Source: an optimization exercise on an open RTL-to-GDS flow (aim: small area and a short achievable clock period). Production flows keep margins and buffers that such runs may drop.
Power is estimated from default activity; no workload was simulated.

==> v3: inputs <==
==> flow/design.v (excerpt) <==
module fir_filter
(
	input  logic        clk,
	input  logic        arst_n,  
	input  logic [15:0] x,       
	output logic [15:0] y        
);
	logic        sr;   
	logic [15:0] vr;   
	logic [17:0] r3r;  
	logic [14:0] zs0;
	logic [4:0] zc0;
	logic [14:0] zs1;
	logic [4:0] zc1;
	logic [14:0] zs2;
	logic [4:0] zc2;
	logic [14:0] zs3;
	logic [4:0] zc3;
	logic [14:0] zs4;
	logic [4:0] zc4;
	logic [14:0] zs5;
	logic [4:0] zc5;
	logic [14:0] zs6;
	logic [4:0] zc6;
	logic [14:0] zs7;
	logic [4:0] zc7;
	logic [14:0] zs8;
	logic [4:0] zc8;
	logic [14:0] zs9;
	logic [4:0] zc9;
	logic [14:0] zs10;
	logic [4:0] zc10;
	logic [14:0] zs11;
	logic [4:0] zc11;
	logic [14:0] zs12;
	logic [4:0] zc12;
	logic [14:0] zs13;
	logic [4:0] zc13;
	logic [14:0] zs14;
	logic [4:0] zc14;
	logic w168;
	assign w168 = vr[6] ^ vr[0];
	logic w169;
	assign w169 = ~vr[6] & ~vr[0];
	logic w170;
	assign w170 = vr[7] ^ vr[1];
	logic w171;
  ...
==> flow/config.mk <==
export PLATFORM = sky130hd
export DESIGN_NAME = fir_filter
export DESIGN_NICKNAME = fir_filter
export VERILOG_FILES = /design/flow/design.v
export SDC_FILE = /design/flow/constraint.sdc
export NUM_CORES = 4
export LEC_CHECK = 0
export CAP_MARGIN = 20
export CORE_MARGIN = 2
export CORE_UTILIZATION = 40
export PLACE_DENSITY = 0.6
export SLEW_MARGIN = 20
export SYNTH_HIERARCHICAL = 1
export SYNTH_MINIMUM_KEEP_SIZE = 0
==> flow/constraint.sdc <==
create_clock -name core_clock -period 12.0 [get_ports {clk}]
set_input_delay 2.4000 -clock core_clock [delete_from_list [all_inputs] [get_ports {clk}]]
set_output_delay 2.4000 -clock core_clock [all_outputs]
set_load 0.01 [all_outputs]
run.sh (not shown) runs the stock make flow with config.mk's settings and CLKGATE_MAP_FILE= SYNTH_SCRIPT=/design/flow/synth_recipe.tcl, a recipe that flattens the netlist after the stock synthesis.
==> v26 (differences from v3) <==
--- a/flow/design.v
+++ b/flow/design.v
@@ -397,277 +397,16 @@
 	input  logic b,
 	output logic s,
 	output logic co
 );
 	assign s  = a ^ b;
 	assign co = a & b;
 endmodule
 `timescale 1ns/100ps
-module sm_out_stage
-(
-	input  logic [14:0] zs0,
-	input  logic [4:0] zc0,
-	output logic        zsg,
-	output logic [13:0] za
-);
-	logic w2871;
-	assign w2871 = zs0[0] & zc0[0];
-	logic w2872;
-	assign w2872 = zs0[3] & zc0[1];
-	logic w2873;
-	assign w2873 = zs0[6] & zc0[2];
-	logic w2874;
-	assign w2874 = zs0[9] & zc0[3];
-	logic w2875;
-	assign w2875 = zs0[12] & zc0[4];
-	logic w2876;
-	assign w2876 = zs0[0] ^ zc0[0];
-	logic w2877;
-	assign w2877 = zs0[3] ^ zc0[1];
-	logic w2878;
-	assign w2878 = zs0[6] ^ zc0[2];
-	logic w2879;
-	assign w2879 = zs0[9] ^ zc0[3];
-	logic w2880;
-	assign w2880 = zs0[12] ^ zc0[4];
-	logic w2881;
-	assign w2881 = zs0[1] & w2871;
-	logic w2882;
-	assign w2882 = zs0[1] & w2876;
-	logic w2883;
-	assign w2883 = w2877 & zs0[2];
-	logic w2884;
-	assign w2884 = zs0[5] & zs0[4];
-	logic w2885;
-	assign w2885 = zs0[7] & w2873;
-	logic w2886;
-	assign w2886 = zs0[7] & w2878;
-	logic w2887;
-	assign w2887 = w2879 & zs0[8];
-	logic w2888;
-	assign w2888 = zs0[11] & zs0[10];
-	logic w2889;
-	assign w2889 = zs0[13] & w2875;
-	logic w2890;
-	assign w2890 = zs0[13] & w2880;
-	logic w2891;
-	assign w2891 = zs0[2] & w2881;
-	logic w2892;
-	assign w2892 = zs0[2] & w2882;
-	logic w2893;
-	assign w2893 = w2883 & w2881;
-	logic w2894;
-	assign w2894 = w2872 | w2893;
-	logic w2895;
-	assign w2895 = w2883 & w2882;
-	logic w2896;
-	assign w2896 = w2878 & w2884;
-	logic w2897;
-	assign w2897 = w2886 & w2884;
-	logic w2898;
-	assign w2898 = zs0[10] & w2874;
-	logic w2899;
-	assign w2899 = zs0[10] & w2887;
-	logic w2900;
-	assign w2900 = w2888 & w2874;
-	logic w2901;
-	assign w2901 = w2888 & w2887;
-	logic w2902;
-	assign w2902 = zs0[14] & w2889;
-	logic w2903;
-	assign w2903 = zs0[14] & w2890;
-	logic w2904;
-	assign w2904 = zs0[4] & w2894;
-	logic w2905;
-	assign w2905 = zs0[4] & w2895;
-	logic w2906;
-	assign w2906 = w2884 & w2894;
-	logic w2907;
-	assign w2907 = w2884 & w2895;
-	logic w2908;
-	assign w2908 = w2896 & w2894;
-	logic w2909;
-	assign w2909 = w2873 | w2908;
-	logic w2910;
-	assign w2910 = w2896 & w2895;
-	logic w2911;
-	assign w2911 = w2897 & w2894;
-	logic w2912;
-	assign w2912 = w2885 | w2911;
-	logic w2913;
-	assign w2913 = w2897 & w2895;
-	logic w2914;
-	assign w2914 = w2880 & w2900;
-	logic w2915;
-	assign w2915 = w2875 | w2914;
-	logic w2916;
-	assign w2916 = w2880 & w2901;
-	logic w2917;
-	assign w2917 = w2890 & w2900;
-	logic w2918;
-	assign w2918 = w2889 | w2917;
-	logic w2919;
-	assign w2919 = w2890 & w2901;
-	logic w2920;
-	assign w2920 = w2903 & w2900;
-	logic w2921;
-	assign w2921 = w2902 | w2920;
-	logic w2922;
-	assign w2922 = w2903 & w2901;
-	logic w2923;
-	assign w2923 = zs0[8] & w2912;
-	logic w2924;
-	assign w2924 = zs0[8] & w2913;
-	logic w2925;
-	assign w2925 = w2887 & w2912;
-	logic w2926;
-	assign w2926 = w2874 | w2925;
-	logic w2927;
-	assign w2927 = w2887 & w2913;
-	logic w2928;
-	assign w2928 = w2899 & w2912;
-	logic w2929;
-	assign w2929 = w2898 | w2928;
-	logic w2930;
-	assign w2930 = w2899 & w2913;
-	logic w2931;
-	assign w2931 = w2901 & w2912;
-	logic w2932;
-	assign w2932 = w2900 | w2931;
-	logic w2933;
-	assign w2933 = w2901 & w2913;
-	logic w2934;
-	assign w2934 = w2916 & w2912;
-	logic w2935;
-	assign w2935 = w2915 | w2934;
-	logic w2936;
-	assign w2936 = w2916 & w2913;
-	logic w2937;
-	assign w2937 = w2919 & w2912;
-	logic w2938;
-	assign w2938 = w2918 | w2937;
-	logic w2939;
-	assign w2939 = w2919 & w2913;
-	logic w2940;
-	assign w2940 = w2922 & w2912;
-	logic w2941;
-	assign w2941 = w2921 | w2940;
-	logic w2942;
-	assign w2942 = w2922 & w2913;
-	logic w2943;
-	assign w2943 = zs0[1] ^ w2871;
-	logic w2944;
-	assign w2944 = zs0[2] ^ w2881;
-	logic w2945;
-	assign w2945 = w2877 ^ w2891;
-	logic w2946;
-	assign w2946 = zs0[4] ^ w2894;
-	logic w2947;
-	assign w2947 = zs0[5] ^ w2904;
-	logic w2948;
-	assign w2948 = w2878 ^ w2906;
-	logic w2949;
-	assign w2949 = zs0[7] ^ w2909;
-	logic w2950;
-	assign w2950 = zs0[8] ^ w2912;
-	logic w2951;
-	assign w2951 = w2879 ^ w2923;
-	logic w2952;
-	assign w2952 = zs0[10] ^ w2926;
-	logic w2953;
-	assign w2953 = zs0[11] ^ w2929;
-	logic w2954;
-	assign w2954 = w2880 ^ w2932;
-	logic w2955;
-	assign w2955 = zs0[13] ^ w2935;
-	logic w2956;
-	assign w2956 = zs0[14] ^ w2938;
-	logic w2957;
-	assign w2957 = w2956 & w2876;
-	logic w2958;
-	assign w2958 = w2943 ^ w2957;
-	logic w2959;
-	assign w2959 = w2876 | w2943;
-	logic w2960;
-	assign w2960 = w2956 & w2959;
-	logic w2961;
-	assign w2961 = w2944 ^ w2960;
-	logic w2962;
-	assign w2962 = w2959 | w2944;
-	logic w2963;
-	assign w2963 = w2956 & w2962;
-	logic w2964;
-	assign w2964 = w2945 ^ w2963;
-	logic w2965;
-	assign w2965 = w2962 | w2945;
-	logic w2966;
-	assign w2966 = w2956 & w2965;
-	logic w2967;
-	assign w2967 = w2946 ^ w2966;
-	logic w2968;
-	assign w2968 = w2965 | w2946;
-	logic w2969;
-	assign w2969 = w2956 & w2968;
-	logic w2970;
-	assign w2970 = w2947 ^ w2969;
-	logic w2971;
-	assign w2971 = w2968 | w2947;
-	logic w2972;
-	assign w2972 = w2956 & w2971;
-	logic w2973;
-	assign w2973 = w2948 ^ w2972;
-	logic w2974;
-	assign w2974 = w2971 | w2948;
-	logic w2975;
-	assign w2975 = w2956 & w2974;
-	logic w2976;
-	assign w2976 = w2949 ^ w2975;
-	logic w2977;
-	assign w2977 = w2974 | w2949;
-	logic w2978;
-	assign w2978 = w2956 & w2977;
-	logic w2979;
-	assign w2979 = w2950 ^ w2978;
-	logic w2980;
-	assign w2980 = w2977 | w2950;
-	logic w2981;
-	assign w2981 = w2956 & w2980;
-	logic w2982;
-	assign w2982 = w2951 ^ w2981;
-	logic w2983;
-	assign w2983 = w2980 | w2951;
-	logic w2984;
-	assign w2984 = w2956 & w2983;
-	logic w2985;
-	assign w2985 = w2952 ^ w2984;
-	logic w2986;
-	assign w2986 = w2983 | w2952;
-	logic w2987;
-	assign w2987 = w2956 & w2986;
-	logic w2988;
-	assign w2988 = w2953 ^ w2987;
-	logic w2989;
-	assign w2989 = w2986 | w2953;
-	logic w2990;
-	assign w2990 = w2956 & w2989;
-	logic w2991;
-	assign w2991 = w2954 ^ w2990;
-	logic w2992;
-	assign w2992 = w2989 | w2954;
-	logic w2993;
-	assign w2993 = w2956 & w2992;
-	logic w2994;
-	assign w2994 = w2955 ^ w2993;
-	logic w2995;
-	assign w2995 = w2992 | w2955;
-	assign zsg = w2956;
-	assign za = {w2994, w2991, w2988, w2985, w2982, w2979, w2976, w2973, w2970, w2967, w2964, w2961, w2958, w2876};
-endmodule
-`timescale 1ns/100ps
 module fir_filter
 (
 	input  logic        clk,
 	input  logic        arst_n,  
 	input  logic [15:0] x,       
 	output logic [15:0] y        
 );
 	logic        sr;   
@@ -3696,22 +3435,271 @@
 	logic s2859, c2860;
 	fir_ha u2861 (.a(zs1[11]), .b(c2857), .s(s2859), .co(c2860));
 	logic s2862, c2863;
 	fir_ha u2864 (.a(zs1[12]), .b(zc1[4]), .s(s2862), .co(c2863));
 	logic s2865, c2866;
 	fir_ha u2867 (.a(zs1[13]), .b(c2863), .s(s2865), .co(c2866));
 	logic s2868, c2869;
 	fir_ha u2870 (.a(zs1[14]), .b(c2866), .s(s2868), .co(c2869));
+	logic w2871;
+	assign w2871 = zs0[0] & zc0[0];
+	logic w2872;
+	assign w2872 = zs0[3] & zc0[1];
+	logic w2873;
+	assign w2873 = zs0[6] & zc0[2];
+	logic w2874;
+	assign w2874 = zs0[9] & zc0[3];
+	logic w2875;
+	assign w2875 = zs0[12] & zc0[4];
+	logic w2876;
+	assign w2876 = zs0[0] ^ zc0[0];
+	logic w2877;
+	assign w2877 = zs0[3] ^ zc0[1];
+	logic w2878;
+	assign w2878 = zs0[6] ^ zc0[2];
+	logic w2879;
+	assign w2879 = zs0[9] ^ zc0[3];
+	logic w2880;
+	assign w2880 = zs0[12] ^ zc0[4];
+	logic w2881;
+	assign w2881 = zs0[1] & w2871;
+	logic w2882;
+	assign w2882 = zs0[1] & w2876;
+	logic w2883;
+	assign w2883 = w2877 & zs0[2];
+	logic w2884;
+	assign w2884 = zs0[5] & zs0[4];
+	logic w2885;
+	assign w2885 = zs0[7] & w2873;
+	logic w2886;
+	assign w2886 = zs0[7] & w2878;
+	logic w2887;
+	assign w2887 = w2879 & zs0[8];
+	logic w2888;
+	assign w2888 = zs0[11] & zs0[10];
+	logic w2889;
+	assign w2889 = zs0[13] & w2875;
+	logic w2890;
+	assign w2890 = zs0[13] & w2880;
+	logic w2891;
+	assign w2891 = zs0[2] & w2881;
+	logic w2892;
+	assign w2892 = zs0[2] & w2882;
+	logic w2893;
+	assign w2893 = w2883 & w2881;
+	logic w2894;
+	assign w2894 = w2872 | w2893;
+	logic w2895;
+	assign w2895 = w2883 & w2882;
+	logic w2896;
+	assign w2896 = w2878 & w2884;
+	logic w2897;
+	assign w2897 = w2886 & w2884;
+	logic w2898;
+	assign w2898 = zs0[10] & w2874;
+	logic w2899;
+	assign w2899 = zs0[10] & w2887;
+	logic w2900;
+	assign w2900 = w2888 & w2874;
+	logic w2901;
+	assign w2901 = w2888 & w2887;
+	logic w2902;
+	assign w2902 = zs0[14] & w2889;
+	logic w2903;
+	assign w2903 = zs0[14] & w2890;
+	logic w2904;
+	assign w2904 = zs0[4] & w2894;
+	logic w2905;
+	assign w2905 = zs0[4] & w2895;
+	logic w2906;
+	assign w2906 = w2884 & w2894;
+	logic w2907;
+	assign w2907 = w2884 & w2895;
+	logic w2908;
+	assign w2908 = w2896 & w2894;
+	logic w2909;
+	assign w2909 = w2873 | w2908;
+	logic w2910;
+	assign w2910 = w2896 & w2895;
+	logic w2911;
+	assign w2911 = w2897 & w2894;
+	logic w2912;
+	assign w2912 = w2885 | w2911;
+	logic w2913;
+	assign w2913 = w2897 & w2895;
+	logic w2914;
+	assign w2914 = w2880 & w2900;
+	logic w2915;
+	assign w2915 = w2875 | w2914;
+	logic w2916;
+	assign w2916 = w2880 & w2901;
+	logic w2917;
+	assign w2917 = w2890 & w2900;
+	logic w2918;
+	assign w2918 = w2889 | w2917;
+	logic w2919;
+	assign w2919 = w2890 & w2901;
+	logic w2920;
+	assign w2920 = w2903 & w2900;
+	logic w2921;
+	assign w2921 = w2902 | w2920;
+	logic w2922;
+	assign w2922 = w2903 & w2901;
+	logic w2923;
+	assign w2923 = zs0[8] & w2912;
+	logic w2924;
+	assign w2924 = zs0[8] & w2913;
+	logic w2925;
+	assign w2925 = w2887 & w2912;
+	logic w2926;
+	assign w2926 = w2874 | w2925;
+	logic w2927;
+	assign w2927 = w2887 & w2913;
+	logic w2928;
+	assign w2928 = w2899 & w2912;
+	logic w2929;
+	assign w2929 = w2898 | w2928;
+	logic w2930;
+	assign w2930 = w2899 & w2913;
+	logic w2931;
+	assign w2931 = w2901 & w2912;
+	logic w2932;
+	assign w2932 = w2900 | w2931;
+	logic w2933;
+	assign w2933 = w2901 & w2913;
+	logic w2934;
+	assign w2934 = w2916 & w2912;
+	logic w2935;
+	assign w2935 = w2915 | w2934;
+	logic w2936;
+	assign w2936 = w2916 & w2913;
+	logic w2937;
+	assign w2937 = w2919 & w2912;
+	logic w2938;
+	assign w2938 = w2918 | w2937;
+	logic w2939;
+	assign w2939 = w2919 & w2913;
+	logic w2940;
+	assign w2940 = w2922 & w2912;
+	logic w2941;
+	assign w2941 = w2921 | w2940;
+	logic w2942;
+	assign w2942 = w2922 & w2913;
+	logic w2943;
+	assign w2943 = zs0[1] ^ w2871;
+	logic w2944;
+	assign w2944 = zs0[2] ^ w2881;
+	logic w2945;
+	assign w2945 = w2877 ^ w2891;
+	logic w2946;
+	assign w2946 = zs0[4] ^ w2894;
+	logic w2947;
+	assign w2947 = zs0[5] ^ w2904;
+	logic w2948;
+	assign w2948 = w2878 ^ w2906;
+	logic w2949;
+	assign w2949 = zs0[7] ^ w2909;
+	logic w2950;
+	assign w2950 = zs0[8] ^ w2912;
+	logic w2951;
+	assign w2951 = w2879 ^ w2923;
+	logic w2952;
+	assign w2952 = zs0[10] ^ w2926;
+	logic w2953;
+	assign w2953 = zs0[11] ^ w2929;
+	logic w2954;
+	assign w2954 = w2880 ^ w2932;
+	logic w2955;
+	assign w2955 = zs0[13] ^ w2935;
+	logic w2956;
+	assign w2956 = zs0[14] ^ w2938;
+	logic w2957;
+	assign w2957 = w2956 & w2876;
+	logic w2958;
+	assign w2958 = w2943 ^ w2957;
+	logic w2959;
+	assign w2959 = w2876 | w2943;
+	logic w2960;
+	assign w2960 = w2956 & w2959;
+	logic w2961;
+	assign w2961 = w2944 ^ w2960;
+	logic w2962;
+	assign w2962 = w2959 | w2944;
+	logic w2963;
+	assign w2963 = w2956 & w2962;
+	logic w2964;
+	assign w2964 = w2945 ^ w2963;
+	logic w2965;
+	assign w2965 = w2962 | w2945;
+	logic w2966;
+	assign w2966 = w2956 & w2965;
+	logic w2967;
+	assign w2967 = w2946 ^ w2966;
+	logic w2968;
+	assign w2968 = w2965 | w2946;
+	logic w2969;
+	assign w2969 = w2956 & w2968;
+	logic w2970;
+	assign w2970 = w2947 ^ w2969;
+	logic w2971;
+	assign w2971 = w2968 | w2947;
+	logic w2972;
+	assign w2972 = w2956 & w2971;
+	logic w2973;
+	assign w2973 = w2948 ^ w2972;
+	logic w2974;
+	assign w2974 = w2971 | w2948;
+	logic w2975;
+	assign w2975 = w2956 & w2974;
+	logic w2976;
+	assign w2976 = w2949 ^ w2975;
+	logic w2977;
+	assign w2977 = w2974 | w2949;
+	logic w2978;
+	assign w2978 = w2956 & w2977;
+	logic w2979;
+	assign w2979 = w2950 ^ w2978;
+	logic w2980;
+	assign w2980 = w2977 | w2950;
+	logic w2981;
+	assign w2981 = w2956 & w2980;
+	logic w2982;
+	assign w2982 = w2951 ^ w2981;
+	logic w2983;
+	assign w2983 = w2980 | w2951;
+	logic w2984;
+	assign w2984 = w2956 & w2983;
+	logic w2985;
+	assign w2985 = w2952 ^ w2984;
+	logic w2986;
+	assign w2986 = w2983 | w2952;
+	logic w2987;
+	assign w2987 = w2956 & w2986;
+	logic w2988;
+	assign w2988 = w2953 ^ w2987;
+	logic w2989;
+	assign w2989 = w2986 | w2953;
+	logic w2990;
+	assign w2990 = w2956 & w2989;
+	logic w2991;
+	assign w2991 = w2954 ^ w2990;
+	logic w2992;
+	assign w2992 = w2989 | w2954;
+	logic w2993;
+	assign w2993 = w2956 & w2992;
+	logic w2994;
+	assign w2994 = w2955 ^ w2993;
+	logic w2995;
+	assign w2995 = w2992 | w2955;
 	logic [15:0] r1n;
 	logic [17:0] r3n;
 	fir_pre_stage pre_i (.x(x), .r1n(r1n), .r3n(r3n));
-	logic        zsg;
 	logic [13:0] za;
-	sm_out_stage out_i (.zs0(zs0), .zc0(zc0), .zsg(zsg), .za(za));
+	assign za = {w2994, w2991, w2988, w2985, w2982, w2979, w2976, w2973, w2970, w2967, w2964, w2961, w2958, w2876};
 	logic [14:0] zn0;
 	assign zn0 = {s2868, s2865, s2862, s2859, s2856, s2853, s2850, s2847, s2844, s2841, s2838, s2835, s2832, s2828, s2824};
 	logic [4:0] cn0;
 	assign cn0 = {c2860, c2851, c2842, c2833, w338};
 	logic [14:0] zn1;
 	assign zn1 = {s2792, s2789, s2786, s2783, s2780, s2777, s2774, s2771, s2768, s2765, s2762, s2759, s2756, s2753, s2750};
 	logic [4:0] cn1;
 	assign cn1 = {c2784, c2775, c2766, c2757, w1082};
@@ -3836,12 +3824,12 @@
 			zc7 <= cn7;
 			zc8 <= cn8;
 			zc9 <= cn9;
 			zc10 <= cn10;
 			zc11 <= cn11;
 			zc12 <= cn12;
 			zc13 <= cn13;
 			zc14 <= cn14;
-			y   <= {zsg, 1'b0, za};  
+			y   <= {w2956, 1'b0, za};  
 		end
 	end
 endmodule
==> flow/flow/run.sh (new file) <==
#!/bin/bash
# Layout flow: the standard flow (standard.sh), with faster port buffers.
# The flow's port buffering picks a slow delay-cell buffer for every port; here
# buffer_ports is told to use a plain buffer instead. Everything else is standard.
set -e
cp standard.sh standard_sh_copy.log
export BUFFER_PORTS_ARGS="-buffer_cell sky130_fd_sc_hd__buf_2"
bash standard.sh > standard_run.log 2>&1
==> flow/standard.sh (new file) <==
#!/bin/bash
# synth_recipe.tcl (not shown) runs the flow's synth.tcl, then flattens the netlist and writes it again
# the make line also repeats each setting of config.mk as NAME=value (left out here)
make -C /OpenROAD-flow-scripts/flow DESIGN_CONFIG=/design/flow/config.mk WORK_HOME=/design/flow/orfs CLKGATE_MAP_FILE= SYNTH_SCRIPT=/design/flow/synth_recipe.tcl "${@:-finish}"
==> flow/config.mk (replaced) <==
export PLATFORM = sky130hd
export DESIGN_NAME = fir_filter
export DESIGN_NICKNAME = fir_filter
export VERILOG_FILES = /design/flow/design.v
export SDC_FILE = /design/flow/constraint.sdc
export NUM_CORES = 4
export LEC_CHECK = 0
export CAP_MARGIN = 20
export CORE_MARGIN = 2
export CORE_UTILIZATION = 40
export CTS_BUF_LIST = sky130_fd_sc_hd__clkbuf_4 sky130_fd_sc_hd__clkbuf_8
export PLACE_DENSITY = 0.6
export SLEW_MARGIN = 20
export SYNTH_HIERARCHICAL = 1
export SYNTH_MINIMUM_KEEP_SIZE = 0
removed: flow/run.sh
==> v11 (differences from v3) <==
==> flow/flow/run.sh (new file) <==
#!/bin/bash
# Layout flow: the standard flow (standard.sh), with faster port buffers.
# The flow's port buffering picks a slow delay-cell buffer for every port; here
# buffer_ports is told to use a plain buffer instead. Everything else is standard.
set -e
cp standard.sh standard_sh_copy.log
export BUFFER_PORTS_ARGS="-buffer_cell sky130_fd_sc_hd__buf_2"
bash standard.sh > standard_run.log 2>&1
==> flow/standard.sh (new file) <==
#!/bin/bash
# synth_recipe.tcl (not shown) runs the flow's synth.tcl, then flattens the netlist and writes it again
# the make line also repeats each setting of config.mk as NAME=value (left out here)
make -C /OpenROAD-flow-scripts/flow DESIGN_CONFIG=/design/flow/config.mk WORK_HOME=/design/flow/orfs CLKGATE_MAP_FILE= SYNTH_SCRIPT=/design/flow/synth_recipe.tcl "${@:-finish}"
==> flow/config.mk (replaced) <==
export PLATFORM = sky130hd
export DESIGN_NAME = fir_filter
export DESIGN_NICKNAME = fir_filter
export VERILOG_FILES = /design/flow/design.v
export SDC_FILE = /design/flow/constraint.sdc
export NUM_CORES = 4
export LEC_CHECK = 0
export CAP_MARGIN = 50
export CORE_MARGIN = 2
export CORE_UTILIZATION = 40
export PLACE_DENSITY = 0.6
export SLEW_MARGIN = 80
export SYNTH_HIERARCHICAL = 1
export SYNTH_MINIMUM_KEEP_SIZE = 0
removed: flow/run.sh
==> notes <==
v26 finished with timing, DRC and antenna clean. v11 completed with no timing, DRC or antenna violations. v3 ran to the end with no violations.
Global-route usage: v11 > v26 > v3.
The highest sequential share of layout area belongs to v26, the lowest to v11.
Against v26, the final area of v3 is higher by 1.5%.
Register-to-register slack: v26 < v3 < v11.
Clock power: v26 is smaller than v3 (about 10%).
Count of clock-buffer cells in the layout: v11 is lower than v26 (38).
Of v26 and v3, v3 has the higher utilization (gap 0.38 points).
Combinational power: v26 < v3 < v11.
No run of this note included a check of the RTL's function; only the layout flow was run.

re-timing with driven ports:
No port has a modelled driver above. Below, the same layouts with a new extraction and two added sets of constraints. Step 1: set_driving_cell puts a clkbuf_16 on clk and a buf_2 on each other input, an assumption about the parent block. Step 2 moves the port delays by t, midway between the first and last clock arrival at a register: inputs arrive t later, outputs are due t later. That takes back most of the time a late clock gives input paths. Three values: ideal ports, drivers, drivers and shift; two values: the first two.
| run | shift t [ns] | setup WS [ns] | cell pins on the clock port's net |
|---|---|---|---|
| v3 | 0.607 | 7.382 / 7.414 / 6.806 | 1 |
| v26 | 0.694 | 7.436 / 7.436 / 7.436 | 1 |
| v11 | 0.611 | 7.722 / 7.747 / 7.135 | 1 |
After both steps setup and hold are still met in every run listed. The setup slack of v11, which loses most, moves by +0.025 ns with the drivers and by -0.587 ns with both steps.
